This design comes from an exercise in tuning for small area on the open sky130 flow, not from production work.
Where RTL was checked, it was by simulation tests only, not by an equivalence proof against the original.
No functional check of the RTL was part of runs 4 and 5.
Power figures rest on the tool's default switching activity, not on a simulated workload.

==> flow/design.v <==
`default_nettype none
package game_geom_pkg;
	localparam int NUM_LANES = 4;
	typedef logic [9:0] pos_t;           
	typedef logic [NUM_LANES-1:0] lane_mask_t;
	localparam pos_t FALL_STEP = 10'd4;  
	localparam pos_t HIT_Y_MIN = 10'd400;
	localparam pos_t HIT_Y_MAX = 10'd440;
	typedef logic [7:0] count_t;
endpackage
`default_nettype wire
`default_nettype none
package song_pkg;
	typedef logic [7:0] key_t;
	localparam key_t KEY_START = 8'h2C;  
	localparam key_t KEY_STOP  = 8'h29;  
	localparam key_t KEY_LANE0 = 8'h07;  
	localparam key_t KEY_LANE1 = 8'h09;  
	localparam key_t KEY_LANE2 = 8'h0D;  
	localparam key_t KEY_LANE3 = 8'h0E;  
	typedef enum logic [1:0] {IDLE, PLAYING, DRAIN, DONE} game_state_t;
	localparam int SONG_LEN = 16;
	typedef logic [3:0] beat_idx_t;
	function automatic logic [3:0] beat_lanes(beat_idx_t idx);
		case (idx)
			4'd0:    beat_lanes = 4'b0001;
			4'd1:    beat_lanes = 4'b0010;
			4'd2:    beat_lanes = 4'b0100;
			4'd3:    beat_lanes = 4'b1000;
			4'd4:    beat_lanes = 4'b0000;  
			4'd5:    beat_lanes = 4'b0011;
			4'd6:    beat_lanes = 4'b0100;
			4'd7:    beat_lanes = 4'b1000;
			4'd8:    beat_lanes = 4'b0001;
			4'd9:    beat_lanes = 4'b0000;  
			4'd10:   beat_lanes = 4'b1100;
			4'd11:   beat_lanes = 4'b0010;
			4'd12:   beat_lanes = 4'b0001;
			4'd13:   beat_lanes = 4'b1001;
			4'd14:   beat_lanes = 4'b0100;
			default: beat_lanes = 4'b0010;
		endcase
	endfunction
endpackage
`default_nettype wire
`default_nettype none
module rhythm_game_top (
	input  wire        max10_clk1_50,
	input  wire        arst_n,
	input  wire        frame_tick,
	input  wire  [7:0] keycode,
	output logic [1:0] state,
	output logic [3:0] lane_hit,
	output logic [3:0] lane_miss,
	output logic [7:0] hit_count,
	output logic [7:0] miss_count,
	output logic [7:0] combo
);
	localparam logic [1:0] IDLE = 2'd0, PLAYING = 2'd1, DRAIN = 2'd2, DONE = 2'd3;
	logic [2:0] code, key_c;
	logic       key_chg;
	always_comb begin
		case (keycode)
			8'h2C:   code = 3'd1;
			8'h29:   code = 3'd2;
			8'h07:   code = 3'd4;
			8'h09:   code = 3'd5;
			8'h0D:   code = 3'd6;
			8'h0E:   code = 3'd7;
			default: code = 3'd0;
		endcase
	end
	always_ff @(posedge max10_clk1_50 or negedge arst_n) begin
		if (!arst_n) begin
			key_c   <= 3'd0;
			key_chg <= 1'b0;
		end else begin
			key_c   <= code;
			key_chg <= (code != key_c);
		end
	end
	logic       start, stop;
	logic [3:0] press;
	assign start = key_chg && (key_c == 3'd1);
	assign stop  = key_chg && (key_c == 3'd2);
	always_comb
		for (int l = 0; l < 4; l++)
			press[l] = key_chg && (key_c == 3'(4 + l));
	logic restart, clear, clear_q, beat, spawn, busy, go;
	logic [8:0] ticks;           
	logic [8:0] ticks_next;
	logic [4:0] beat_q;          
	assign beat_q = ticks[8:4];
	assign go     = start && (state[1] == state[0]);    
	always_ff @(posedge max10_clk1_50 or negedge arst_n) begin
		if (!arst_n) begin
			state   <= IDLE;
			restart <= 1'b0;
			clear   <= 1'b0;
			clear_q <= 1'b0;
			beat    <= 1'b0;
			spawn   <= 1'b0;
		end else begin
			restart <= go && !stop;
			clear   <= restart || stop || go;
			clear_q <= clear;
			beat    <= !restart && (state == PLAYING) && frame_tick && (ticks[3:0] == 4'd15);
			spawn   <= !stop && (state == PLAYING) && beat;
			if (stop)
				state <= IDLE;
			else if (go)
				state <= PLAYING;
			else if (state == PLAYING && beat && beat_q[4])
				state <= DRAIN;
			else if (state == DRAIN && !busy && !spawn)
				state <= DONE;
		end
	end
	always_comb begin
		ticks_next = ticks;
		if (restart)
			ticks_next = '0;
		else if (frame_tick && (state == PLAYING || state == DRAIN))
			ticks_next = ticks + 1'b1;
	end
	always_ff @(posedge max10_clk1_50)
		ticks <= ticks_next;
	logic [1:0] wring [8];
	logic [3:0] spawn_gen;
	assign spawn_gen = 4'(beat_q - 5'd1);
	always_ff @(posedge max10_clk1_50)
		if (spawn)
			wring[spawn_gen[2:0]] <= ticks_next[1:0];
	function automatic logic [3:0] beat_lanes(input int idx);
		case (idx)
			0:       beat_lanes = 4'b0001;
			1:       beat_lanes = 4'b0010;
			2:       beat_lanes = 4'b0100;
			3:       beat_lanes = 4'b1000;
			4:       beat_lanes = 4'b0000;
			5:       beat_lanes = 4'b0011;
			6:       beat_lanes = 4'b0100;
			7:       beat_lanes = 4'b1000;
			8:       beat_lanes = 4'b0001;
			9:       beat_lanes = 4'b0000;
			10:      beat_lanes = 4'b1100;
			11:      beat_lanes = 4'b0010;
			12:      beat_lanes = 4'b0001;
			13:      beat_lanes = 4'b1001;
			14:      beat_lanes = 4'b0100;
			default: beat_lanes = 4'b0010;
		endcase
	endfunction
	logic       zr;
	logic [4:0] cand;
	logic [1:0] cw;
	logic [4:0] d;
	logic       inwin, fall;
	assign zr    = (ticks[3:0] == 4'd0);
	assign cand  = beat_q - 5'd7 - {4'd0, zr};
	assign cw    = wring[cand[2:0]];
	assign d     = {zr, ticks[3:0]} - {3'd0, cw};
	assign inwin = (d >= 5'd4) && (d <= 5'd14);
	assign fall  = (d == 5'd14);
	logic [15:0][3:0] alive;
	logic [3:0] cand_alive, hit_v, miss_v;
	always_comb begin
		cand_alive = '0;
		for (int b = 0; b < 16; b++)
			if (cand == 5'(b))
				cand_alive = cand_alive | (alive[b] & beat_lanes(b));
		hit_v  = press & {4{inwin}} & cand_alive;
		miss_v = ~press & {4{frame_tick && fall}} & cand_alive;
	end
	always_ff @(posedge max10_clk1_50 or negedge arst_n) begin
		if (!arst_n) begin
			alive     <= '0;
			lane_hit  <= '0;
			lane_miss <= '0;
		end else if (clear) begin
			alive     <= '0;
			lane_hit  <= '0;
			lane_miss <= '0;
		end else begin
			for (int b = 0; b < 16; b++) begin
				if (cand == 5'(b))
					alive[b] <= (alive[b] & ~hit_v & ~miss_v) & beat_lanes(b);
				else if (spawn && spawn_gen == 4'(b))
					alive[b] <= beat_lanes(b);
			end
			lane_hit  <= hit_v;
			lane_miss <= miss_v;
		end
	end
	assign busy = |alive;
	logic [4:0] hc, mc, cc;
	logic       any_hit, any_miss;
	logic [1:0] n_miss;
	assign any_hit  = |lane_hit;
	assign any_miss = |lane_miss;
	assign n_miss   = {1'b0, lane_miss[0]} + {1'b0, lane_miss[1]} + {1'b0, lane_miss[2]} + {1'b0, lane_miss[3]};
	always_ff @(posedge max10_clk1_50 or negedge arst_n) begin
		if (!arst_n) begin
			hc <= '0;
			mc <= '0;
			cc <= '0;
		end else if (clear && clear_q) begin
			hc <= '0;
			mc <= '0;
			cc <= '0;
		end else begin
			hc <= hc + {4'd0, any_hit};
			mc <= mc + {3'd0, n_miss};
			cc <= any_miss ? 5'd0 : cc + {4'd0, any_hit};
		end
	end
	assign hit_count  = {3'd0, hc};
	assign miss_count = {3'd0, mc};
	assign combo      = {3'd0, cc};
endmodule
`default_nettype wire
==> flow/run.sh <==
#!/bin/bash
# synth_recipe.tcl (not shown) runs the flow's synth.tcl, then flattens the netlist and writes it again
# the make line also repeats each setting of config.mk as NAME=value (left out here)
make -C /OpenROAD-flow-scripts/flow DESIGN_CONFIG=/design/flow/config.mk WORK_HOME=/design/flow/orfs CLKGATE_MAP_FILE= SYNTH_SCRIPT=/design/flow/synth_recipe.tcl finish
==> flow/config.mk <==
export PLATFORM = sky130hd
export DESIGN_NAME = rhythm_game_top
export DESIGN_NICKNAME = rhythm_game_top
export VERILOG_FILES = /design/flow/design.v
export SDC_FILE = /design/flow/constraint.sdc
export NUM_CORES = 4
export LEC_CHECK = 0
export CAP_MARGIN = 20
export CORE_MARGIN = 2
export CORE_UTILIZATION = 40
export SLEW_MARGIN = 20
==> flow/constraint.sdc <==
create_clock -name core_clock -period 5.0 [get_ports {max10_clk1_50}]
set_input_delay 1.0000 -clock core_clock [delete_from_list [all_inputs] [get_ports {max10_clk1_50}]]
set_output_delay 1.0000 -clock core_clock [all_outputs]
set_load 0.01 [all_outputs]
==> flow_summary.toml, run 1 <==
[grt]
grt.total_usage_pct = 17.4
use_met2_pct = 28.3
grt_pass1_wl_um = 15900
grt_use_met1_pct = 22.6
grt_pass1_vias = 3251
use_met3_pct = 3.44
grt-ovfl-total = 0
antenna_found_initial = 0
grt_busiest_layer = "met2"
grt_max_degree = 52

[floorplanning]
io_pins = 45
fp-row-count = 38
die_h_um = 109
dieArea_um2 = 11800
core-area_um2 = 10700
die_w_um = 109
start_util_pct = 40.7

[final_layout]
layout.cells.non_filler = 616
drive_gt1_share_pct = 6.51
syn2layout_area_growth_pct = 15.1
fillers = 1060
n_antenna_cell = 0
final_nets = 510

[worst_setup_path]
crit_required_ns = 5.26
critical_path.max_fanout = 16
crit_path_end_kind = "register"
crit_end = "alive[58]"
worstSetupStartpoint = "ticks[1]"
r2r-end = "alive[58]"
critPathArrivalTime_ns = 4.71
crit_path_start_kind = "register"
rr_worst_depth = 17
timing.rr.start = "ticks[1]"
critical_path_class = "reg2reg"
rrSetupSlack_ns = 0.54

[timing]
hold_violations = 0
worst_pin_slew_ns = 0.976
setup_viol = 0
slew_violations = 0
post-route-period-util_pct = 89.1
rsz0062_at_grt = "false"
fmax_mhz = 224
clock-skew-final_ns = 0.0126
fin_crit_ns = 4.46
max_slew_margin_pct = 34.7
hold_slack_ns = 0.527
finalSetupTns_ns = 0

[clock_tree]
post-cts-setup-buffers = 0
cts_buffers = 9
cts-hold-fix-buffers = 0
htreeDepth = 3
clock-root-buffer = "clkbuf_8"
clk_pin_slew_ns = 0.09
worstSkewPairLatency_ns = 0.36
cts_tree = "yes"
cts_buffer_depth = 2
cts-resized-gates = 0
clock-sinks = 76

[run]
maxCapViolations = 0

[logic_synthesis]
syn_avg_cell_area_um2 = 9.91
ys_seq_area_share_pct = 44.3
yosys.area.top_type = "dfrtp_1"
synth_area_um2 = 4370
synth_edf_count = 16
ys_warn_count = 1
syn_inst = 441
ys_top_cells_by_area = "dfrtp_1 (29%), edfxtp_1 (11%), ha_1 (7.2%)"
synth-async-reset-ratio_pct = 67.1
synth_ff_type = "dfrtp_1"
synth.distinct_cells = 65
ys_ff_latch = 76
yosys.area.top_type_share_pct = 29.2
synth_commonest_cells = "dfrtp_1 (51), nor2_1 (51), nand2_1 (28)"

[route]
avgViaCountPerCell = 5.46
drc = 0
final_antenna_net_count = 0
drt-pass1-iter-count = 4
dr.first_iter.drc_count = 342
drt-total-wl_um = 9610
route.detailed.wl_per_inst_um = 15.6
route.vias.total = 3362

[power_and_ir_drop]
power_density_nw_per_um2 = 297
switching_power_uw = 419
leakage_uw = 0.00205
pwr-share-comb_pct = 16.3
power.share.clock_pct = 37.6
sw_frac_of_total_pct = 28.0
vdd_drop_max_mv = 0.231
pwr-share-seq_pct = 46.1
p_total_uw = 1490
intPower_uw = 1080

[run_status]
status = "no timing/DRC/antenna violations"

[placement]
dp_hpwl_um = 7160
io_buffers = 35
place_inst = 600
gp_congestion = 0.908

[worst_hold_path]
holdCritPathClass = "reg2reg"
worstHoldStart = "beat"
## placed cells by master, fill, tap and decap left out, types with 3 or more instances in the layout
master           netlist  final
clkbuf_8               0      9
o32ai_1                5      5
nand3_1               15     15
nor2b_1                7      7
mux2i_1                6      6
inv_1                 23     23
nor3_1                24     24
a31oi_1                7      7
nand2_1               28     28
dfxtp_1                9      9
o22ai_1                4      4
xor2_1                15     15
and3_1                 4      4
nor3b_1                4      4
nor2_1                51     51
o21ai_0               10     10
nand2b_1               7      7
clkdlybuf4s50_1        0     34
or3_1                  3      3
a21oi_1               21     21
nor4_1                 9      9
conb_1                 1      9
a211oi_1               6      6
mux4_2                 5      5
dfrtp_1               51     51
fa_1                   3      3
nor4b_1                4      4
and3b_1                3      3
ha_1                  25     25
xnor2_1               13     13
edfxtp_1              16     16
## metal layers
layer | wire length [um] | vias up
met5 | 0 | -
met3 | 495 | 13
met4 | 172 | 0
li1 | - | 1621
met1 | 4270 | 1621
met2 | 4680 | 107
## cell families (layout without fill, tap and decap cells)
kind of cell | after synthesis | in the layout | synth area share [%]
fa+ha+maj | 28 | 28 | 8.53
other cells | 1 | 9 | 0.0858
xor+xnor | 29 | 29 | 5.98
compound gates | 72 | 72 | 11.2
flops | 76 | 76 | 44.3
mux | 12 | 12 | 4.21
buf+inv | 49 | 76 | 5.18
simple gates | 174 | 174 | 20.5
## area by class of cell
cell class / instances / area (um2) / area share, %
clock buffers: 10 / 149 / 2.96
clock inverters: 6 / 91.3 / 1.81
inverters: 24 / 90.1 / 1.79
multi-input cells: 324 / 2240 / 44.5
flip-flops and latches: 76 / 1940 / 38.5
well taps: 140 / 175 / 3.48
repair buffers: 36 / 353 / 7.01
## worst max-delay path, stage by stage, from the launching register on
cell and delay, ns:
dfxtp_1 0.46, inv_1 0.11, ha_1 0.24, nand2_1 0.08, ha_1 0.14, ha_1 0.20
inv_1 0.06, ha_1 0.64, mux2_2 0.27, ha_1 0.15, inv_1 0.06, fa_1 0.41
or2_1 0.25, o21a_1 0.21, nor3_1 0.21, a211oi_1 0.13, or4_1 0.49, a31o_1 0.23
## stage by stage
step           util [%]  area, um2  worst slack [ns]
6_report           46.8       5030             0.545
4_1_cts            46.8       5030             0.546
3_3_place_gp       44.6       4790             0.752
5_1_grt            46.8       5030             0.217
3_5_place_dp       44.6       4790             0.594
2_1_floorplan         -       4400             0.750
## flip-flops by register name, summed over array words and instances (netlist names)
register and flops:
lane_hit 4, mc 5, ticks 9, key_c 3, clear_q 1, restart 1, lane_miss 4, beat 1
wring 16, spawn 1, hc 5, cc 5, clear 1, alive 17, key_chg 1, state 2
## worst min path at each step
stage | endpoint | slack [ns] | cells after the start
floorplan | clear_q | 0.44 | 0
global placement | spawn | 0.52 | 2
detailed placement | spawn | 0.52 | 2
CTS | spawn | 0.53 | 2
global route | spawn | 0.57 | 2
finish | spawn | 0.53 | 2
## power by group through the flow
stage,combinational [uW],clock [uW],sequential [uW]
floorplan,198,0,689
global placement,236,0,701
detailed placement,240,0,701
CTS,243,579,689
global route,275,603,693
finish,243,562,689
==> run 2, diff against run 1 <==
--- a/flow/design.v
+++ b/flow/design.v
@@ -125,74 +125,93 @@
 	end
 	always_ff @(posedge max10_clk1_50)
 		ticks <= ticks_next;
-	logic [1:0] wring [8];
+	localparam logic [31:0] N0_LO = {4'b1000, 4'b0100, 4'b0001, 4'b0000, 4'b1000, 4'b0100, 4'b0010, 4'b0001};
+	localparam logic [31:0] N0_HI = {4'b0010, 4'b0100, 4'b0001, 4'b0001, 4'b0010, 4'b0100, 4'b0000, 4'b0001};
+	localparam logic [31:0] N1_LO = {4'b0000, 4'b0000, 4'b0010, 4'b0000, 4'b0000, 4'b0000, 4'b0000, 4'b0000};
+	localparam logic [31:0] N1_HI = {4'b0000, 4'b0000, 4'b1000, 4'b0000, 4'b0000, 4'b1000, 4'b0000, 4'b0000};
+	logic       zr, cand_hi, spawn_hi;
+	logic [4:0] cand;
 	logic [3:0] spawn_gen;
-	assign spawn_gen = 4'(beat_q - 5'd1);
-	always_ff @(posedge max10_clk1_50)
-		if (spawn)
-			wring[spawn_gen[2:0]] <= ticks_next[1:0];
-	function automatic logic [3:0] beat_lanes(input int idx);
-		case (idx)
-			0:       beat_lanes = 4'b0001;
-			1:       beat_lanes = 4'b0010;
-			2:       beat_lanes = 4'b0100;
-			3:       beat_lanes = 4'b1000;
-			4:       beat_lanes = 4'b0000;
-			5:       beat_lanes = 4'b0011;
-			6:       beat_lanes = 4'b0100;
-			7:       beat_lanes = 4'b1000;
-			8:       beat_lanes = 4'b0001;
-			9:       beat_lanes = 4'b0000;
-			10:      beat_lanes = 4'b1100;
-			11:      beat_lanes = 4'b0010;
-			12:      beat_lanes = 4'b0001;
-			13:      beat_lanes = 4'b1001;
-			14:      beat_lanes = 4'b0100;
-			default: beat_lanes = 4'b0010;
-		endcase
-	endfunction
-	logic       zr;
-	logic [4:0] cand;
-	logic [1:0] cw;
+	logic [1:0] vnew, cv;
 	logic [4:0] d;
 	logic       inwin, fall;
-	assign zr    = (ticks[3:0] == 4'd0);
-	assign cand  = beat_q - 5'd7 - {4'd0, zr};
-	assign cw    = wring[cand[2:0]];
-	assign d     = {zr, ticks[3:0]} - {3'd0, cw};
-	assign inwin = (d >= 5'd4) && (d <= 5'd14);
-	assign fall  = (d == 5'd14);
-	logic [15:0][3:0] alive;
-	logic [3:0] cand_alive, hit_v, miss_v;
+	logic [7:0][1:0] v;
+	logic [7:0][1:0] na;         
+	logic [3:0] cand_alive, hit_v, miss_v, kill;
+	logic [31:0] contrib;        
+	assign zr        = (ticks[3:0] == 4'd0);
+	assign cand      = beat_q - 5'd7 - {4'd0, zr};
+	assign cand_hi   = cand[3];
+	assign spawn_gen = 4'(beat_q - 5'd1);
+	assign spawn_hi  = spawn_gen[3];
+	assign vnew      = ticks_next[1:0] + 2'd1;
+	assign cv        = v[cand[2:0]];
+	assign d         = {zr, ticks[3:0]} + 5'd1 - {3'd0, cv};
+	assign inwin     = (d >= 5'd4) && (d <= 5'd14);
+	assign fall      = (d == 5'd14);
 	always_comb begin
 		cand_alive = '0;
-		for (int b = 0; b < 16; b++)
-			if (cand == 5'(b))
-				cand_alive = cand_alive | (alive[b] & beat_lanes(b));
+		for (int e = 0; e < 8; e++)
+			cand_alive = cand_alive | contrib[e*4 +: 4];
 		hit_v  = press & {4{inwin}} & cand_alive;
 		miss_v = ~press & {4{frame_tick && fall}} & cand_alive;
-	end
-	always_ff @(posedge max10_clk1_50 or negedge arst_n) begin
-		if (!arst_n) begin
-			alive     <= '0;
+		kill   = hit_v | miss_v;
+	end
+	for (genvar e = 0; e < 8; e++) begin : g_slot
+		localparam bit TWO = (e == 2) || (e == 5);
+		logic [3:0] l0, l1;
+		logic       sel, spawn_here, k0, k1;
+		assign l0         = cand_hi ? N0_HI[e*4 +: 4] : N0_LO[e*4 +: 4];
+		assign l1         = cand_hi ? N1_HI[e*4 +: 4] : N1_LO[e*4 +: 4];
+		assign sel        = (cand[2:0] == 3'(e));
+		assign spawn_here = spawn && (spawn_gen[2:0] == 3'(e));
+		assign contrib[e*4 +: 4] = sel ? ({4{na[e][0]}} & l0) | ({4{na[e][1]}} & l1) : 4'b0000;
+		assign k0         = sel && |(kill & l0);
+		assign k1         = sel && |(kill & l1);
+		logic [1:0] vs, a;
+		assign v[e]  = vs;
+		assign na[e] = TWO ? a : {1'b0, vs != 2'd0};
+		if (TWO) begin : g_two
+			always_ff @(posedge max10_clk1_50 or negedge arst_n) begin
+				if (!arst_n)
+					a <= '0;
+				else if (clear)
+					a <= '0;
+				else if (spawn_here)
+					a <= {spawn_hi ? (N1_HI[e*4 +: 4] != 0) : (N1_LO[e*4 +: 4] != 0), 1'b1};
+				else
+					a <= a & ~{k1, k0};
+			end
+			always_ff @(posedge max10_clk1_50)
+				if (spawn_here)
+					vs <= vnew;
+		end else begin : g_one
+			assign a = '0;
+			always_ff @(posedge max10_clk1_50 or negedge arst_n) begin
+				if (!arst_n)
+					vs <= '0;
+				else if (clear)
+					vs <= '0;
+				else if (spawn_here)
+					vs <= (spawn_hi ? (N0_HI[e*4 +: 4] != 0) : (N0_LO[e*4 +: 4] != 0)) ? vnew : 2'd0;
+				else if (k0)
+					vs <= '0;
+			end
+		end
+	end
+	always_ff @(posedge max10_clk1_50 or negedge arst_n) begin
+		if (!arst_n) begin
 			lane_hit  <= '0;
 			lane_miss <= '0;
 		end else if (clear) begin
-			alive     <= '0;
 			lane_hit  <= '0;
 			lane_miss <= '0;
 		end else begin
-			for (int b = 0; b < 16; b++) begin
-				if (cand == 5'(b))
-					alive[b] <= (alive[b] & ~hit_v & ~miss_v) & beat_lanes(b);
-				else if (spawn && spawn_gen == 4'(b))
-					alive[b] <= beat_lanes(b);
-			end
 			lane_hit  <= hit_v;
 			lane_miss <= miss_v;
 		end
 	end
-	assign busy = |alive;
+	assign busy = |na;
 	logic [4:0] hc, mc, cc;
 	logic       any_hit, any_miss;
 	logic [1:0] n_miss;
==> flow_summary.toml, run 2 <==
[run_status]
status = "no timing/DRC/antenna violations"

[power_and_ir_drop]
leakage_uw = 0.00186
vdd_drop_max_mv = 0.164
power_density_nw_per_um2 = 331

[worst_setup_path]
critical_path_class = "reg2reg"
critical_path.slowest_cell = "ha_1"
cpMostUsedCell = "ha_1"
crit_required_ns = 5.24
crit_path_start_kind = "register"
critical_path.max_fanout = 14
critPathArrivalTime_ns = 4.92
max_stage_delay_ns = 0.53
path_cells = "inv_1 > ha_1 > nand2_1 > ha_2 > ha_1 > mux4_2 > nand2_1 > nand2_1 > ha_1 > inv_1 > ha_1 > inv_1 > fa_1 > xor2_1 > mux2_4 > mux2_2 > or4_4 > a32o_1"
crit_path_end_kind = "register"

[clock_tree]
cts-hold-fix-buffers = 0
cts_tree = "yes"
cts_buffer_depth = 2
cts_buffers = 9
htreeDepth = 3
clk_pin_slew_ns = 0.07
clock-sinks = 63
clock-root-buffer = "clkbuf_8"
worstSkewPairLatency_ns = 0.36

[route]
drc = 0
route.vias.total = 2859
top_layer = "met4"
route.detailed.wl_per_inst_um = 16.4
drt-pass1-iter-count = 4
final_antenna_net_count = 0
drt-total-wl_um = 8490
dr.first_iter.drc_count = 214
drt-met1-wl_um = 3870
avgViaCountPerCell = 5.52
met2_length_um = 3880
wl_met3_um = 541

[logic_synthesis]
yosysMostFrequentCell = "dfrtp_1"
synth_edf_count = 4
synth_commonest_cells = "dfrtp_1 (50), nor2_1 (35), inv_1 (26)"
synth_ff_type = "dfrtp_1"
yosys.area.top_type_share_pct = 34.1
ys_top_cells_by_area = "dfrtp_1 (34%), ha_1 (7.8%), dfxtp_1 (4.9%)"
ys_seq_area_share_pct = 42.2
ys_warn_count = 1
syn_avg_cell_area_um2 = 9.95
synth-async-reset-ratio_pct = 79.4
yosys.area.top_type = "dfrtp_1"
synth.distinct_cells = 55
ys_ff_latch = 63
syn_inst = 369
synth_area_um2 = 3670

[grt]
grt_max_degree = 51
grt.total_usage_pct = 18.2
grt_pass1_vias = 2861
grt-ovfl-total = 0
grt_pass1_wl_um = 14100
antenna_found_initial = 0

[final_layout]
fillers = 812
utilization_pct = 48.6
final_nets = 442
final_area_um2 = 4280
multiInputGateArea_um2 = 1930
layout_common_cells = "dfrtp_1 (50), nor2_1 (35), clkdlybuf4s50_1 (34)"
regArea_um2 = 1550
largest_reg_flops = 16
largest-register = "g_slot.vs"
drive_gt1_share_pct = 8.54
layout_commonest_cell = "dfrtp_1"
n_antenna_cell = 0
syn2layout_area_growth_pct = 16.4

[timing]
setup_viol = 0
hold_slack_ns = 0.502
post-route-period-util_pct = 93.6
hold_violations = 0
max_slew_margin_pct = 44.4
worst_pin_slew_ns = 0.823
fin_crit_ns = 4.68
fmax_mhz = 214
rsz0062_at_grt = "false"
worst_slack_ns = 0.318
slew_violations = 0
clock-skew-final_ns = 0.0111
finalSetupTns_ns = 0

[floorplanning]
dieArea_um2 = 9960
fp-row-count = 34
io_pins = 45
start_util_pct = 41.7
die_w_um = 99.8
core-area_um2 = 8810
die_h_um = 99.8

[placement]
dp_hpwl_um = 6300
placed_cell_area_um2 = 4080
pre_cts_ws_ns = 0.312
gp_congestion = 0.911
io_buffers = 35

[run]
maxCapViolations = 0

[worst_hold_path]
holdCritPathClass = "reg2reg"
==> run 2: cell types whose count changed in the layout (fill, tap and decap cells not counted), moves of 4 or more <==
cell      change
a211oi_1      -5
a21oi_1      -11
a32o_1        +8
edfxtp_1     -12
nand4b_1      +5
nor2_1       -16
nor3_1       -12
nor4_1        -5
o21ai_0       -4
o32ai_1       -4
==> run 2: kinds of logic after synthesis <==
logic type	after synthesis	synth area share [%]
AOI/OAI and AO/OA	47	8.93
xor gates and xnor gates	28	6.68
adders and majority gates	26	9.47
DFF	63	42.2
buffers and inverters	47	6.06
muxes	11	4.57
and+or+nand+nor	146	21.9
other	1	0.102
==> run 2: report_power, final <==
part | internal [uW] | switching, uW
Sequential | 558 | 41.0
Combinational | 159 | 211
Clock | 230 | 214
==> run 2: per-layer routing <==
| layer | vias to the layer above | GRT usage [%] |
|---|---|---|
| met3 | 18 | 4.25 |
| met2 | 99 | 28.2 |
| met1 | 1369 | 24.8 |
| met4 | 0 | 7.38 |
| li1 | 1373 | - |
| met5 | - | 0 |
==> run 2: worst max-delay path, delay by kind of cell (launching register included) <==
family                   cells  cell delay [ns]
AND/OR/NAND/NOR              4             0.68
buffers and inverters        3             0.28
AO/OA/AOI/OAI                1             0.26
XOR/XNOR                     1             0.29
flip-flops                   1             0.36
adder cells (fa/ha/maj)      6             1.70
multiplexers                 3             1.02
==> run 2: cell type report <==
type | instances | share of cell area (%)
Clock buffer | 9 | 2.90
Clock inverter | 7 | 1.70
Timing Repair Buffer | 37 | 8.43
Tap cell | 108 | 3.16
Multi-Input combinational cell | 267 | 45.2
Sequential cell | 63 | 36.3
Inverter | 27 | 2.37
==> run 2: through the flow <==
stage	power, uW	instances
global route	1490	518
CTS	1420	518
detailed placement	974	502
finish	1410	518
floorplan	860	377
global placement	970	502
==> run 2: final timing paths <==
| check | startpoint | to | slack, ns | depth (start not counted) |
|---|---|---|---|---|
| setup / recovery | ticks[2] | g_slot[6].vs[1] | 0.32 | 18 |
| hold / removal | ticks[1] | ticks[1] | 0.50 | 2 |
| setup reg to reg | ticks[2] | g_slot[6].vs[1] | 0.32 | 18 |
| hold reg to reg | ticks[1] | ticks[1] | 0.50 | 2 |
| max in group asynchronous | arst_n | g_slot[7].vs[0] | 3.80 | 2 |
| min in group asynchronous | arst_n | hc[3] | 0.75 | 2 |
==> run 2: timing repair <==
action,CTS,global route
gates resized for setup,0,1
endpoints found under the setup margin,0,2
buffers inserted,0,0
==> run 3, diff against run 2 <==
--- a/flow/config.mk
+++ b/flow/config.mk
@@ -5,7 +5,9 @@
 export SDC_FILE = /design/flow/constraint.sdc
 export NUM_CORES = 4
 export LEC_CHECK = 0
+export ABC_AREA = 1
 export CAP_MARGIN = 20
 export CORE_MARGIN = 2
-export CORE_UTILIZATION = 40
+export CORE_UTILIZATION = 60
+export CTS_BUF_LIST = sky130_fd_sc_hd__clkbuf_4
 export SLEW_MARGIN = 20
==> flow_summary.toml, run 3 <==
[run_status]
status = "no timing/DRC/antenna violations"

[logic_synthesis]
yosys.area.top_type_share_pct = 34.3
synth_ff_type = "dfrtp_1"
syn_inst = 466
ys_ff_latch = 63
synth-async-reset-ratio_pct = 79.4
ys_top_cells_by_area = "dfrtp_1 (34%), nand2_1 (9.6%), ha_1 (7.9%)"
synth_edf_count = 4
yosys.area.top_type = "dfrtp_1"
synth_commonest_cells = "nand2_1 (93), inv_1 (65), nor2_1 (60)"
synth.distinct_cells = 37
ys_seq_area_share_pct = 42.5
synth_area_um2 = 3650
ys_warn_count = 1
yosysMostFrequentCell = "nand2_1"
syn_avg_cell_area_um2 = 7.84

[clock_tree]
htreeDepth = 3
cts-hold-fix-buffers = 0
cts_buffer_depth = 2
worstSkewPairLatency_ns = 0.41
clk_pin_slew_ns = 0.10
clock-root-buffer = "clkbuf_4"
clock-sinks = 63
cts_tree = "yes"
cts-resized-gates = 0
post-cts-setup-buffers = 0
cts_buffers = 9

[grt]
grt.total_usage_pct = 26.1
grt_pass1_wl_um = 13100
antenna_found_initial = 0
grt_max_degree = 41
grt_busiest_layer = "met2"
use_met2_pct = 39.6
grt_pass1_vias = 2833
grt_use_met1_pct = 35.9
grt-ovfl-total = 0
use_met3_pct = 6.92

[final_layout]
layout_commonest_cell = "nand2_1"
multiInputGateArea_um2 = 1800
layout_common_cells = "nand2_1 (93), inv_1 (65), nor2_1 (60)"
fillers = 483
final_nets = 546
regArea_um2 = 1550
largest_reg_flops = 16
drive_gt1_share_pct = 4.47
n_antenna_cell = 0
syn2layout_area_growth_pct = 15.0
largest-register = "g_slot.vs"

[timing]
clock-skew-final_ns = 0.0153
setup_viol = 0
fmax_mhz = 227
fin_crit_ns = 4.40
finalSetupTns_ns = 0
hold_violations = 0
post-route-period-util_pct = 87.9
worst_pin_slew_ns = 0.728
max_slew_margin_pct = 51.5
slew_violations = 0
rsz0062_at_grt = "false"

[placement]
io_buffers = 35
gp_congestion = 1.00
dp_hpwl_um = 6400

[power_and_ir_drop]
power.share.clock_pct = 27.4
intPower_uw = 909
switching_power_uw = 495
sw_frac_of_total_pct = 35.2
pwr-share-seq_pct = 40.9
power_density_nw_per_um2 = 334
leakage_uw = 0.00213
vdd_drop_max_mv = 0.285
pwr-share-comb_pct = 31.6
p_total_uw = 1400

[floorplanning]
die_w_um = 82.0
fp-row-count = 28
start_util_pct = 62.1
core-area_um2 = 5890
io_pins = 45
die_h_um = 82.0
dieArea_um2 = 6730

[worst_setup_path]
critical_path_class = "reg2reg"
critPathArrivalTime_ns = 4.69
crit_buf_inv = 5
crit_required_ns = 5.29
crit_path_end_kind = "register"
critical_path.slowest_cell = "fa_1"
critical_path.max_fanout = 9
crit_path_start_kind = "register"
path_cells = "inv_1 > ha_1 > nand2_1 > ha_1 > ha_1 > inv_1 > ha_1 > inv_2 > o32ai_1 > ha_1 > inv_1 > ha_1 > inv_1 > fa_1 > nor2_1 > nand3_1 > nor2_1 > nand3_1 > nand2_1 > nand2_1 > nand2_1 > nand2_1 > nand3_1 > nand2_1"
max_stage_delay_ns = 0.46
cp_top_family = "adder cells"

[route]
dr.first_iter.drc_count = 337
drc = 0
drt-total-wl_um = 8070
route.vias.total = 3178
drt-pass1-iter-count = 5
avgViaCountPerCell = 5.40
final_antenna_net_count = 0
route.detailed.wl_per_inst_um = 13.7

[run]
maxCapViolations = 0

[worst_hold_path]
holdCritPathClass = "in2async"
run 3: changes by cell type after synthesis, moves of 5 or more:
cell      before  now
nand4b_1       6    0
nor2b_1        6    0
nand3_1       14   47
nand2_1       25   93
xnor2_1       15    3
nor2_1        35   60
inv_1         26   65
a31oi_1        6    1
a32o_1         8    0
o21ai_0        6   20
a21oi_1       10   16
xor2_1        13    7
run 3: cells by family after synthesis:
family | share of synthesized area [%]
AOI/OAI and AO/OA | 7.91
xor gates and xnor gates | 2.40
adders and majority gates | 9.52
buffers and inverters | 9.04
DFF | 42.5
other | 0.103
and+or+nand+nor | 28.5
run 3: per-stage QoR:
step	utilization (%)	area, um2	setup slack, ns	instances	hold WS (ns)
4_1_cts	71.4	4200	0.607	589	0.446
5_1_grt	71.4	4200	0.100	589	0.439
6_report	71.4	4200	0.603	589	0.458
3_3_place_gp	68.8	4050	0.779	573	0.467
3_5_place_dp	68.8	4050	0.652	573	0.466
2_1_floorplan	-	3680	1.23	474	0.392
run 3: cell type report:
| class | instances | area share (%) |
|---|---|---|
| Clock buffer | 11 | 1.97 |
| Timing Repair Buffer | 36 | 8.40 |
| Multi-Input combinational cell | 333 | 42.9 |
| Inverter | 66 | 5.90 |
| Sequential cell | 63 | 36.9 |
| Tap cell | 75 | 2.23 |
| Clock inverter | 5 | 1.73 |
run 3: worst reg2reg max path, delay by kind of cell, from the launching register on:
family / cells / cell delay [ns]
compound gates: 1 / 0.34
fa+ha+maj: 7 / 1.86
buf+inv: 5 / 0.43
flops: 1 / 0.42
simple gates: 11 / 1.23
run 3: path summary, 6_finish.rpt:
check,from,to,slack [ns],depth (start not counted)
max,ticks[2],g_slot[7].vs[0],0.60,24
min,arst_n,g_slot[6].vs[1],0.46,1
max reg2reg,ticks[2],g_slot[7].vs[0],0.60,24
min reg2reg,restart,ticks[8],0.48,1
max in group asynchronous,arst_n,lane_miss[0],3.74,2
min in group core_clock,restart,ticks[8],0.48,1
run 3: power groups by stage:
stage	combinational (uW)	clock [uW]	sequential, uW
after floorplan	330	0	578
after global placement	426	0	583
after detailed placement	439	0	585
after CTS	441	397	575
after global routing	508	425	579
final	444	385	575
run 3: layer usage:
layer / part of all wire (%) / up-vias
li1: - / 1609
met1: 45 / 1416
met2: 45 / 131
met3: 6.9 / 22
met4: 3.1 / 0
met5: 0 / -
==> run 4, diff against run 3 <==
--- a/flow/design.v
+++ b/flow/design.v
@@ -93,28 +93,23 @@
 	assign beat_q = ticks[8:4];
 	assign go     = start && (state[1] == state[0]);    
 	always_ff @(posedge max10_clk1_50 or negedge arst_n) begin
-		if (!arst_n) begin
-			state   <= IDLE;
-			restart <= 1'b0;
-			clear   <= 1'b0;
-			clear_q <= 1'b0;
-			beat    <= 1'b0;
-			spawn   <= 1'b0;
-		end else begin
-			restart <= go && !stop;
-			clear   <= restart || stop || go;
-			clear_q <= clear;
-			beat    <= !restart && (state == PLAYING) && frame_tick && (ticks[3:0] == 4'd15);
-			spawn   <= !stop && (state == PLAYING) && beat;
-			if (stop)
-				state <= IDLE;
-			else if (go)
-				state <= PLAYING;
-			else if (state == PLAYING && beat && beat_q[4])
-				state <= DRAIN;
-			else if (state == DRAIN && !busy && !spawn)
-				state <= DONE;
-		end
+		if (!arst_n)
+			state <= IDLE;
+		else if (stop)
+			state <= IDLE;
+		else if (go)
+			state <= PLAYING;
+		else if (state == PLAYING && beat && beat_q[4])
+			state <= DRAIN;
+		else if (state == DRAIN && !busy && !spawn)
+			state <= DONE;
+	end
+	always_ff @(posedge max10_clk1_50) begin
+		restart <= go && !stop;
+		clear   <= restart || stop || go;
+		clear_q <= clear;
+		beat    <= !restart && (state == PLAYING) && frame_tick && (ticks[3:0] == 4'd15);
+		spawn   <= !stop && (state == PLAYING) && beat;
 	end
 	always_comb begin
 		ticks_next = ticks;
==> flow/flow/run.sh (new file) <==
#!/bin/bash
# Standard ORFS layout, with the smallest buffer on the ports and a clock
# tree without dummy loads. Full make output goes to flow_make.log.
set -euo pipefail
export BUFFER_PORTS_ARGS="-buffer_cell sky130_fd_sc_hd__buf_1"
export CTS_ARGS="-sink_clustering_enable -repair_clock_nets -dont_use_dummy_load -buf_list sky130_fd_sc_hd__clkbuf_4"
bash standard.sh finish > flow_make.log 2>&1
==> flow/standard.sh (new file) <==
#!/bin/bash
# synth_recipe.tcl (not shown) runs the flow's synth.tcl, then flattens the netlist and writes it again
# the make line also repeats each setting of config.mk as NAME=value (left out here)
make -C /OpenROAD-flow-scripts/flow DESIGN_CONFIG=/design/flow/config.mk WORK_HOME=/design/flow/orfs CLKGATE_MAP_FILE= SYNTH_SCRIPT=/design/flow/synth_recipe.tcl "${@:-finish}"
--- a/flow/config.mk
+++ b/flow/config.mk
@@ -9,5 +9,4 @@
 export CAP_MARGIN = 20
 export CORE_MARGIN = 2
 export CORE_UTILIZATION = 60
-export CTS_BUF_LIST = sky130_fd_sc_hd__clkbuf_4
 export SLEW_MARGIN = 20
removed: flow/run.sh
==> flow_summary.toml, run 4 <==
[run_status]
status = "no timing/DRC/antenna violations"

[timing]
post-route-period-util_pct = 89.5
clock-skew-final_ns = 0.0361
hold_violations = 0
finalSetupTns_ns = 0
worst_pin_slew_ns = 0.772
max_slew_margin_pct = 48.5
fmax_mhz = 223
rsz0062_at_grt = "false"
fin_crit_ns = 4.48
slew_violations = 0
hold_slack_ns = 0.452
setup_viol = 0

[logic_synthesis]
synth_area_um2 = 3720
yosys.area_share.simple_pct = 28.6
synth_ff_type = "dfrtp_1"
synth_top_family_by_area = "simple AND/OR/NAND/NOR gates"
synth_commonest_cells = "nand2_1 (85), inv_1 (76), nor2_1 (52)"
ys_warn_count = 1
yosys.area.top_type_share_pct = 30.3
synth_adder_area_share_pct = 9.35
synthXorXnorAreaFrac_pct = 2.99
syn_inst = 475
synth_compound_area_share_pct = 7.87
ys_ff_latch = 63
syn_avg_cell_area_um2 = 7.83
synth_edf_count = 4
yosys.area.top_type = "dfrtp_1"
synth.distinct_cells = 42
synth-async-reset-ratio_pct = 71.4
ys_seq_area_share_pct = 41.0
yosysMostFrequentCell = "nand2_1"
synthMuxAreaShare_pct = 0
ys_top_cells_by_area = "dfrtp_1 (30%), nand2_1 (8.6%), ha_1 (7.7%)"

[power_and_ir_drop]
leakage_uw = 0.00197
pwr-share-seq_pct = 46.1
power.share.clock_pct = 20.1
vdd_drop_max_mv = 0.252
power_density_nw_per_um2 = 298
switching_power_uw = 439
pwr-share-comb_pct = 33.8
sw_frac_of_total_pct = 37.1
intPower_uw = 744

[worst_hold_path]
holdCritPathClass = "reg2reg"

[clock_tree]
clk_pin_slew_ns = 0.10
cts_buffer_depth = 2
htreeDepth = 3
cts-resized-gates = 0
clock-sinks = 63
cts_tree = "yes"
worstSkewPairLatency_ns = 0.41
cts-hold-fix-buffers = 0
cts_buffers = 9
post-cts-setup-buffers = 0
clock-root-buffer = "clkbuf_4"

[grt]
antenna_found_initial = 0
grt.total_usage_pct = 26.9
grt_pass1_vias = 2908
grt_pass1_wl_um = 13300
grt_max_degree = 46
grt-ovfl-total = 0

[placement]
gp_congestion = 0.996
io_buffers = 35
dp_hpwl_um = 6650

[final_layout]
layout_common_cells = "nand2_1 (85), inv_1 (76), nor2_1 (52)"
syn2layout_area_growth_pct = 6.76
regArea_um2 = 1530
final_nets = 555
n_antenna_cell = 0
largest-register = "g_slot.vs"
multiInputGateArea_um2 = 1850
drive_gt1_share_pct = 6.01
fillers = 533
layout_commonest_cell = "nand2_1"
largest_reg_flops = 16

[run]
maxCapViolations = 0

[floorplanning]
dieArea_um2 = 6840
core-area_um2 = 5960
die_w_um = 82.7
io_pins = 45
start_util_pct = 62.4
die_h_um = 82.7
fp-row-count = 28

[worst_setup_path]
crit_buf_inv = 4
crit_path_start_kind = "register"
path_cells = "inv_1 > ha_1 > nand2_1 > ha_1 > ha_1 > inv_1 > ha_1 > o21ai_0 > o32ai_1 > ha_1 > inv_1 > ha_1 > inv_1 > fa_1 > nor2_1 > nand3_1 > nand2_1 > nor2_2 > nand3_2 > a21oi_1 > nand3_1 > nand3_1 > nand2_1"
critPathArrivalTime_ns = 4.76
crit_path_end_kind = "register"
critical_path.slowest_cell = "ha_1"
cp_top_family = "adder cells"
critical_path_class = "reg2reg"
cpMostUsedCell = "ha_1"
critical_path.max_fanout = 13
crit_required_ns = 5.28
max_stage_delay_ns = 0.53

[route]
route.detailed.wl_per_inst_um = 14.2
avgViaCountPerCell = 5.39
drt-pass1-iter-count = 5
drt-total-wl_um = 8400
dr.first_iter.drc_count = 179
final_antenna_net_count = 0
drc = 0
route.vias.total = 3188
-- run 4: cell count changes after synthesis, moves of 3 or more --
| cell | before | now |
|---|---|---|
| dfrtp_1 | 50 | 45 |
| nand3_2 | 1 | 5 |
| nor3_1 | 13 | 20 |
| o21ai_0 | 20 | 17 |
| nand2_1 | 93 | 85 |
| dfxtp_1 | 9 | 14 |
| o22ai_1 | 5 | 2 |
| o21ai_1 | 0 | 4 |
| nor2_1 | 60 | 52 |
| inv_1 | 65 | 76 |
-- run 4: layout make-up --
| type | instances | area share [%] |
|---|---|---|
| Clock buffer | 9 | 1.70 |
| Inverter | 78 | 7.37 |
| Multi-Input combinational cell | 330 | 46.6 |
| Sequential cell | 63 | 38.4 |
| Tap cell | 75 | 2.36 |
| Timing Repair Buffer | 36 | 3.53 |
-- run 4: worst paths after layout --
kind	startpoint	to	slack, ns	cells after the start
worst max-delay path	ticks[2]	g_slot[1].vs[1]	0.52	23
worst min register to register	beat	spawn	0.45	2
min in group asynchronous	arst_n	hc[3]	0.67	2
worst max register to register	ticks[2]	g_slot[1].vs[1]	0.52	23
max in group asynchronous	arst_n	g_slot[5].a[0]	3.91	2
worst min-delay path	beat	spawn	0.45	2
-- run 4: power groups by stage --
stage / registers [uW] / logic, uW / clock network, uW
finish: 545 / 399 / 238
global route: 548 / 447 / 262
CTS: 545 / 399 / 245
detailed placement: 555 / 396 / 0
global placement: 555 / 389 / 0
floorplan: 552 / 302 / 0
-- run 4: routing by layer --
layer	part of all wire (%)	GRT usage, %	vias to the layer above
li1	-	-	1612
met1	45	33.1	1427
met2	46	45.2	129
met3	6.2	5.00	20
met4	2.8	13.3	0
met5	0	0	-
-- run 4: logic make-up (layout without fill, tap and decap cells) --
kind of cell             Yosys count  count (layout)
AO/OA/AOI/OAI                     52              52
flip-flops                        63              63
XOR/XNOR                          11              11
other                              1               9
adder cells (fa/ha/maj)           26              26
buffers and inverters             90             123
AND/OR/NAND/NOR                  232             232
-- run 4: through the flow --
| stage | worst slack [ns] | utilization, % | cell area, um2 | std cells | power [uW] |
|---|---|---|---|---|---|
| finish | 0.523 | 66.7 | 3970 | 591 | 1180 |
| global route | 0.209 | 66.7 | 3970 | 591 | 1260 |
| CTS | 0.550 | 66.7 | 3970 | 591 | 1190 |
| detailed placement | 0.564 | 65.5 | 3900 | 582 | 951 |
| global placement | 0.708 | 65.5 | 3900 | 582 | 943 |
| floorplan | 1.15 | - | 3750 | 483 | 854 |
-- run 4: worst register-to-register path, stage by stage, from the launching register on --
cell and delay [ns]:
dfxtp_1 0.43, inv_1 0.14, ha_1 0.24, nand2_1 0.10, ha_1 0.15, ha_1 0.13, inv_1 0.04, ha_1 0.53
o21ai_0 0.16, o32ai_1 0.35, ha_1 0.29, inv_1 0.06, ha_1 0.15, inv_1 0.05, fa_1 0.50, nor2_1 0.07
nand3_1 0.07, nand2_1 0.06, nor2_2 0.20, nand3_2 0.13, a21oi_1 0.20, nand3_1 0.15, nand3_1 0.11, nand2_1 0.06
==> run 5, diff against run 4 <==
==> flow/flow/run.sh (replaced) <==
#!/bin/bash
# Standard ORFS layout, with the smallest buffer on the ports and a clock
# tree without dummy loads. Full make output goes to flow_make.log.
set -euo pipefail
export BUFFER_PORTS_ARGS="-buffer_cell sky130_fd_sc_hd__buf_1"
export CTS_ARGS="-sink_clustering_enable -repair_clock_nets -dont_use_dummy_load -buf_list {sky130_fd_sc_hd__clkbuf_2 sky130_fd_sc_hd__clkbuf_4 sky130_fd_sc_hd__clkbuf_8}"
bash standard.sh finish > flow_make.log 2>&1
==> flow_summary.toml, run 5 <==
[run]
maxCapViolations = 0

[grt]
grt_pass1_vias = 2906
antenna_found_initial = 0
grt-ovfl-total = 0
grt_pass1_wl_um = 13400
grt_max_degree = 46
grt.total_usage_pct = 26.9

[worst_setup_path]
crit_path_start_kind = "register"
r2r-end = "g_slot[1].vs[1]"
critPathArrivalTime_ns = 4.67
crit_end = "g_slot[1].vs[1]"
worstSetupStartpoint = "ticks[2]"
rrSetupSlack_ns = 0.54
timing.rr.start = "ticks[2]"
critical_path_class = "reg2reg"
crit_path_end_kind = "register"
rr_worst_depth = 23
critical_path.max_fanout = 13
crit_required_ns = 5.21

[final_layout]
largest_reg_flops = 16
layout.cells.non_filler = 591
fillers = 524
final_nets = 555
multiInputGateArea_um2 = 1850
largest-register = "g_slot.vs"
syn2layout_area_growth_pct = 8.28
layout_commonest_cell = "nand2_1"
utilization_pct = 67.6
regArea_um2 = 1530
drive_gt1_share_pct = 6.01
layout_common_cells = "nand2_1 (85), inv_1 (76), nor2_1 (52)"
n_antenna_cell = 0

[clock_tree]
clock-root-buffer = "clkbuf_8"
post-cts-setup-buffers = 0
cts_tree = "yes"
clock-sinks = 63
cts-hold-fix-buffers = 0
cts_buffers = 9
clk_pin_slew_ns = 0.07
cts_buffer_depth = 2
worstSkewPairLatency_ns = 0.34
htreeDepth = 3
cts-resized-gates = 0

[logic_synthesis]
synth-async-reset-ratio_pct = 71.4
ys_warn_count = 1
yosys.area.top_type = "dfrtp_1"
synth_area_um2 = 3720
synth_edf_count = 4
ys_ff_latch = 63
synth_ff_type = "dfrtp_1"
synth_commonest_cells = "nand2_1 (85), inv_1 (76), nor2_1 (52)"
synth.distinct_cells = 42
ys_top_cells_by_area = "dfrtp_1 (30%), nand2_1 (8.6%), ha_1 (7.7%)"
yosysMostFrequentCell = "nand2_1"
syn_avg_cell_area_um2 = 7.83
yosys.area.top_type_share_pct = 30.3
syn_inst = 475
ys_seq_area_share_pct = 41.0

[timing]
fin_crit_ns = 4.46
finalSetupTns_ns = 0
worst_pin_slew_ns = 0.759
max_slew_margin_pct = 49.3
setup_viol = 0
rsz0062_at_grt = "false"
clock-skew-final_ns = 0.0234
hold_violations = 0
post-route-period-util_pct = 89.2
fmax_mhz = 224
slew_violations = 0

[route]
route.vias.total = 3223
drc = 0
avgViaCountPerCell = 5.45
route.detailed.wl_per_inst_um = 14.3
dr.first_iter.drc_count = 205
drt-pass1-iter-count = 5
drt-total-wl_um = 8460
final_antenna_net_count = 0

[floorplanning]
die_w_um = 82.7
start_util_pct = 62.4
dieArea_um2 = 6840
io_pins = 45
die_h_um = 82.7
core-area_um2 = 5960
fp-row-count = 28

[placement]
io_buffers = 35
dp_hpwl_um = 6650
place_inst = 582
gp_congestion = 0.996

[run_status]
status = "no timing/DRC/antenna violations"

[power_and_ir_drop]
power_density_nw_per_um2 = 316
vdd_drop_max_mv = 0.266
p_total_uw = 1270
leakage_uw = 0.00199

[worst_hold_path]
holdCritPathClass = "reg2reg"
-- run 5: how the worst min path moves through the flow --
stage | start | to | depth (start not counted)
floorplan | clear | clear_q | 0
global placement | beat | spawn | 2
detailed placement | beat | spawn | 2
CTS | beat | spawn | 2
global route | beat | spawn | 2
finish | beat | spawn | 2
-- run 5: cell families (layout without fill, tap and decap cells) --
kind of cell	Yosys count	after routing	synth area share, %
AOI/OAI and AO/OA	52	52	7.87
other	1	9	0.101
adders and majority gates	26	26	9.35
and+or+nand+nor	232	232	28.6
DFF	63	63	41.0
buffers and inverters	90	123	10.0
xor gates and xnor gates	11	11	2.99
-- run 5: final cells by class --
type	instances	share of cell area [%]
Sequential cell	63	37.9
Clock buffer	9	3.08
Timing Repair Buffer	36	3.48
Multi-Input combinational cell	330	45.9
Tap cell	75	2.33
Inverter	78	7.27
-- run 5: per-stage QoR --
stage          setup slack [ns]  hold slack [ns]  area (um2)
2_1_floorplan              1.15            0.329        3750
3_3_place_gp              0.708            0.427        3900
3_5_place_dp              0.564            0.437        3900
4_1_cts                   0.554            0.447        4030
5_1_grt                   0.225            0.475        4030
6_report                  0.540            0.445        4030
-- run 5: power breakdown --
part,total (uW),leakage (uW),switching (uW),internal [uW]
clock,324,0.0000647,164,160
combinational,401,0.00115,273,128
sequential,548,0.000778,14.4,533
total,1270,0.00199,452,821
-- run 5: critical path, stage by stage (launching register included) --
cell and delay (ns):
dfxtp_1 0.42, inv_1 0.14, ha_1 0.24, nand2_1 0.10, ha_1 0.15, ha_1 0.13, inv_1 0.04, ha_1 0.54
o21ai_0 0.16, o32ai_1 0.34, ha_1 0.29, inv_1 0.06, ha_1 0.15, inv_1 0.05, fa_1 0.50, nor2_1 0.07
nand3_1 0.07, nand2_1 0.06, nor2_2 0.20, nand3_2 0.13, a21oi_1 0.19, nand3_1 0.14, nand3_1 0.11, nand2_1 0.06
-- run 5: metal layers --
layer	track usage [%]	share of wire [%]	wire (um)
met5	0	0	0
met4	11.8	2.4	206
met3	4.46	5.7	481
met2	46.1	47	3980
met1	33.4	45	3790

[static timing again, ports no longer ideal]
The results above use ideal ports. As a check the final layouts listed here were re-extracted and re-timed, cells and wires unchanged. Step 1, drivers: a clkbuf_16 drives max10_clk1_50 and a buf_2 each remaining input, both assumed. Step 2 also shifts input and output timing later by t, the mid clock arrival at the registers, as if the neighbouring blocks saw the same clock. Three values: no drivers, after step 1, after step 2; two values: the first two.
run	t, ns	slack for setup (ns)	hold WS [ns]	slew at the worst register clock pin (ns)	worst data-port slew with drivers (ns)
run 1	0.385	0.545 / 0.545 / 0.545	0.527 / 0.527 / 0.527	0.09 / 0.09	0.03
run 2	0.382	0.318 / 0.318 / 0.318	0.502 / 0.502 / 0.502	0.08 / 0.08	0.03
run 3	0.427	0.603 / 0.603 / 0.603	0.458 / 0.454 / 0.481	0.10 / 0.10	0.04
run 4	0.417	0.523 / 0.523 / 0.523	0.452 / 0.452 / 0.452	0.10 / 0.10	0.04
run 5	0.358	0.540 / 0.540 / 0.540	0.445 / 0.445 / 0.445	0.07 / 0.07	0.04
After both steps every run listed still meets setup and hold.
